What follows belongs to an exercise in optimizing a design on an open flow for small area, a short achievable clock period and few clock cycles; a production flow would make more cautious choices.
The RTL was checked by simulation tests, not by an equivalence proof against the original design.

run 1:
==> flow/design.v <==
package accum_pkg;
    localparam int LO_W = 17;    
endpackage
module accum_lane
#(
    parameter int IN_W  = 17,
    parameter int ACC_W = 24,
    parameter int L0_W  = 9
) (
    input  logic             clk,
    input  logic             clr_i,    
    input  logic             en_i,     
    input  logic [IN_W-1:0]  in_i,
    output logic [ACC_W-1:0] acc_o,
    output logic             ovf_o
);
    localparam int L1_W = IN_W - L0_W;
    localparam int HI_W = ACC_W - IN_W;
    logic [L0_W-1:0] lo0_q, lo0_s, lo0_n;
    logic [L1_W-1:0] lo1_q, lo1_s, lo1_i, lo1_n;
    logic [HI_W-1:0] hi_q, hi_s;
    logic            c0_q, c0_s, c1_q, c1_s, c1_i, c1_n, hc, ovf_q, sat;
    assign {c0_s, lo0_s} = {1'b0, lo0_q} + {1'b0, in_i[L0_W-1:0]};
    assign {c1_s, lo1_s} = {1'b0, lo1_q} + {1'b0, in_i[IN_W-1:L0_W]} + {{L1_W{1'b0}}, c0_q};
    assign {c1_i, lo1_i} = {1'b0, lo1_q} + {{L1_W{1'b0}}, c0_q};
    assign {hc, hi_s}    = {1'b0, hi_q} + {{HI_W{1'b0}}, c1_q};
    assign sat           = ovf_q | hc;
    assign lo0_n = en_i ? lo0_s : lo0_q;
    assign lo1_n = en_i ? lo1_s : lo1_i;
    assign c1_n  = en_i ? c1_s : c1_i;
    always_ff @(posedge clk) begin
        lo0_q <= (lo0_n | {L0_W{sat}}) & {L0_W{~clr_i}};
        lo1_q <= (lo1_n | {L1_W{sat}}) & {L1_W{~clr_i}};
        hi_q  <= (hi_s | {HI_W{sat}}) & {HI_W{~clr_i}};
        c0_q  <= en_i & c0_s & ~clr_i;
        c1_q  <= c1_n & ~clr_i;
        ovf_q <= sat & ~clr_i;
    end
    assign acc_o = {hi_q, lo1_q, lo0_q};
    assign ovf_o = ovf_q;
endmodule
module accum_bank_ctl
#(
    parameter int NUM_CH   = 32,
    parameter int IN_W     = 17,
    parameter int ACC_W    = 24,
    parameter int CNT_W    = 8
) (
    input  logic                    clk,
    input  logic                    reset_n,
    input  logic                    start,
    input  logic [CNT_W-1:0]        len,
    input  logic                    in_valid,
    output logic                    in_ready,
    input  logic [NUM_CH*IN_W-1:0]  accum_i,
    output logic                    out_valid,
    input  logic                    out_ready,
    output logic [NUM_CH*ACC_W-1:0] result,
    output logic [NUM_CH-1:0]       ovf,
    output logic                    busy
);
    logic             busy_q, rdy_q, vld_q;
    logic [1:0]       settle_q;
    logic [CNT_W-1:0] cnt_q;
    logic             go, beat, last;
    assign go   = start & (~busy_q | (vld_q & out_ready));
    assign beat = in_valid & rdy_q;
    assign last = beat & (cnt_q == CNT_W'(1));
    always_ff @(posedge clk or negedge reset_n) begin
        if (!reset_n) begin
            busy_q   <= 1'b0;
            rdy_q    <= 1'b0;
            vld_q    <= 1'b0;
            settle_q <= '0;
            cnt_q    <= '0;
        end else begin
            settle_q <= {settle_q[0], last} & {2{~go}};
            if (go) begin
                busy_q <= 1'b1;
                rdy_q  <= |len;
                vld_q  <= ~|len;
                cnt_q  <= len;
            end else begin
                if (beat) cnt_q <= cnt_q - CNT_W'(1);
                if (last) rdy_q <= 1'b0;
                if (settle_q[1]) vld_q <= 1'b1;
                if (vld_q & out_ready) begin
                    vld_q  <= 1'b0;
                    busy_q <= 1'b0;
                end
            end
        end
    end
    for (genvar i = 0; i < NUM_CH; i++) begin : g_lane
        accum_lane #(.IN_W(IN_W), .ACC_W(ACC_W)) u_lane (
            .clk    (clk),
            .clr_i  (go),
            .en_i   (beat),
            .in_i   (accum_i[i*IN_W +: IN_W]),
            .acc_o  (result[i*ACC_W +: ACC_W]),
            .ovf_o  (ovf[i])
        );
    end
    assign in_ready  = rdy_q;
    assign out_valid = vld_q;
    assign busy      = busy_q;
endmodule
Settings: LEC_CHECK=0, CAP_MARGIN=20, CORE_MARGIN=2, CORE_UTILIZATION=55, CTS_BUF_LIST=sky130_fd_sc_hd__clkbuf_4 sky130_fd_sc_hd__clkbuf_8, SETUP_SLACK_MARGIN=2.4, SLEW_MARGIN=20; clock period 4.8 ns.
standard.sh (not shown) runs the stock make flow with config.mk's settings and CLKGATE_MAP_FILE= SYNTH_SCRIPT=/design/flow/synth_recipe.tcl, a recipe that flattens the netlist after the stock synthesis.
==> flow/flow/run.sh <==
#!/bin/bash
# Layout flow: the standard layout (standard.sh, ORFS with the standard synthesis), with two
# changes: the port buffers are buf_1 cells instead of the resizer's default pick, and the pins
# may sit on adjacent routing tracks, so the die need not grow to fit 1360 pins; and global
# routing derates the layers by 12% instead of 20% (flow/grt.tcl), for the dense pin rows.
# Each tool's full output is kept in a log file of its own in this folder.
set -euo pipefail
export BUFFER_PORTS_ARGS="-buffer_cell sky130_fd_sc_hd__buf_1"
export PLACE_PINS_ARGS="-min_distance 1 -min_distance_in_tracks"
export PRE_GLOBAL_ROUTE_TCL="$(pwd)/flow/grt.tcl"
bash standard.sh synth > synth.log 2>&1
bash standard.sh > layout.log 2>&1
==> flow/flow/grt.tcl <==
# Before global routing: derate the routing layers' capacity a little less than the
# platform's 20%, so a single over-full edge near the dense pin rows does not stop the flow.
set_global_routing_layer_adjustment met1-met5 0.12
Testbench counts of run 1, summed over its fixed seeds: cycles 17,923.
The inputs of run 2 differ from those of run 1 as listed below.
Settings: clearing CTS_BUF_LIST, which used to be sky130_fd_sc_hd__clkbuf_4 sky130_fd_sc_hd__clkbuf_8; swapping 55 for 45 in CORE_UTILIZATION.
==> flow/flow/run.sh <==
#!/bin/bash
# Layout flow: the standard layout (standard.sh, ORFS with the standard synthesis), with two
# changes: the port buffers are buf_2 cells instead of the resizer's default pick, and the pins
# may sit on adjacent routing tracks, so the die need not grow to fit 1360 pins.
# Each tool's full output is kept in a log file of its own in this folder.
set -euo pipefail
export BUFFER_PORTS_ARGS="-buffer_cell sky130_fd_sc_hd__buf_2"
export PLACE_PINS_ARGS="-min_distance 1 -min_distance_in_tracks"
bash standard.sh synth > synth.log 2>&1
bash standard.sh > layout.log 2>&1
removed: flow/flow/grt.tcl
--- outcome ---
- Of the two candidates, run 1 has the worse remaining max-slew budget at the tightest pin and run 2 the better one.
- On hold slack, run 2 does better than run 1.
- Diff run 1 -> run 2: data arrival time at the worst-slack endpoint has decreased, number of cells on the worst reg-to-reg path has decreased, multi-input gate count has remained practically unchanged, non-clock buffer count has decreased.
- For the fill cell total of the finished layout, run 2 came in about 34% higher than run 1 did.
- Utilization (higher): run 1
- Compared with run 1, in run 2 maximum fanout encountered on the critical timing path climbed 1; first-pass GRT wire length rose by 13000 um.
Modified inputs, run 3 compared to run 2
Settings: changing SETUP_SLACK_MARGIN from 2.4 to 2.7.
==> summary.txt <==
- Via count, run 2 and run 3: higher on run 3
- Per the comparison of run 3 with run 2, antenna diode count saw an increase; sequential cell count has remained practically unchanged.
- Compared with run 2, run 3 shows a routed wire length per instance that is about 3% higher.
- Run 3 vs run 2, leading cell type in the layout, fill and taps excluded: buf_4 vs buf_2

## what the ideal ports hide
The results above use ideal ports. As a check the final layouts listed here were re-extracted and re-timed, cells and wires unchanged.
Step 1 (the two cells are an assumption about what drives the block):
set clk [get_ports {clk}]
set_driving_cell -lib_cell sky130_fd_sc_hd__clkbuf_16 $clk
set_driving_cell -lib_cell sky130_fd_sc_hd__buf_2 [delete_from_list [all_inputs] $clk]
Step 2 also shifts input and output timing later by t, the mid clock arrival at the registers, as if the neighbouring blocks saw the same clock.
Slacks: ideal / step 1 / step 2; pairs: ideal / step 1.
| run | shift t [ns] | setup WS [ns] | latest minus earliest clock arrival (ns) | slew at the worst register clock pin (ns) | worst slew at a driven data input, ns |
|---|---|---|---|---|---|
| run 1 | 0.932 | 2.308 / 2.228 / 1.477 | 0.032 / 0.032 | 0.07 / 0.07 | 0.29 |
| run 2 | 0.790 | 2.406 / 2.326 / 1.814 | 0.029 / 0.030 | 0.07 / 0.07 | 0.22 |
| run 3 | 0.811 | 2.360 / 2.276 / 1.632 | 0.032 / 0.032 | 0.07 / 0.07 | 0.29 |
After both steps every run listed still meets setup and hold. The setup slack of run 1, which loses most, moves by -0.080 ns with the drivers and by -0.831 ns with both steps.
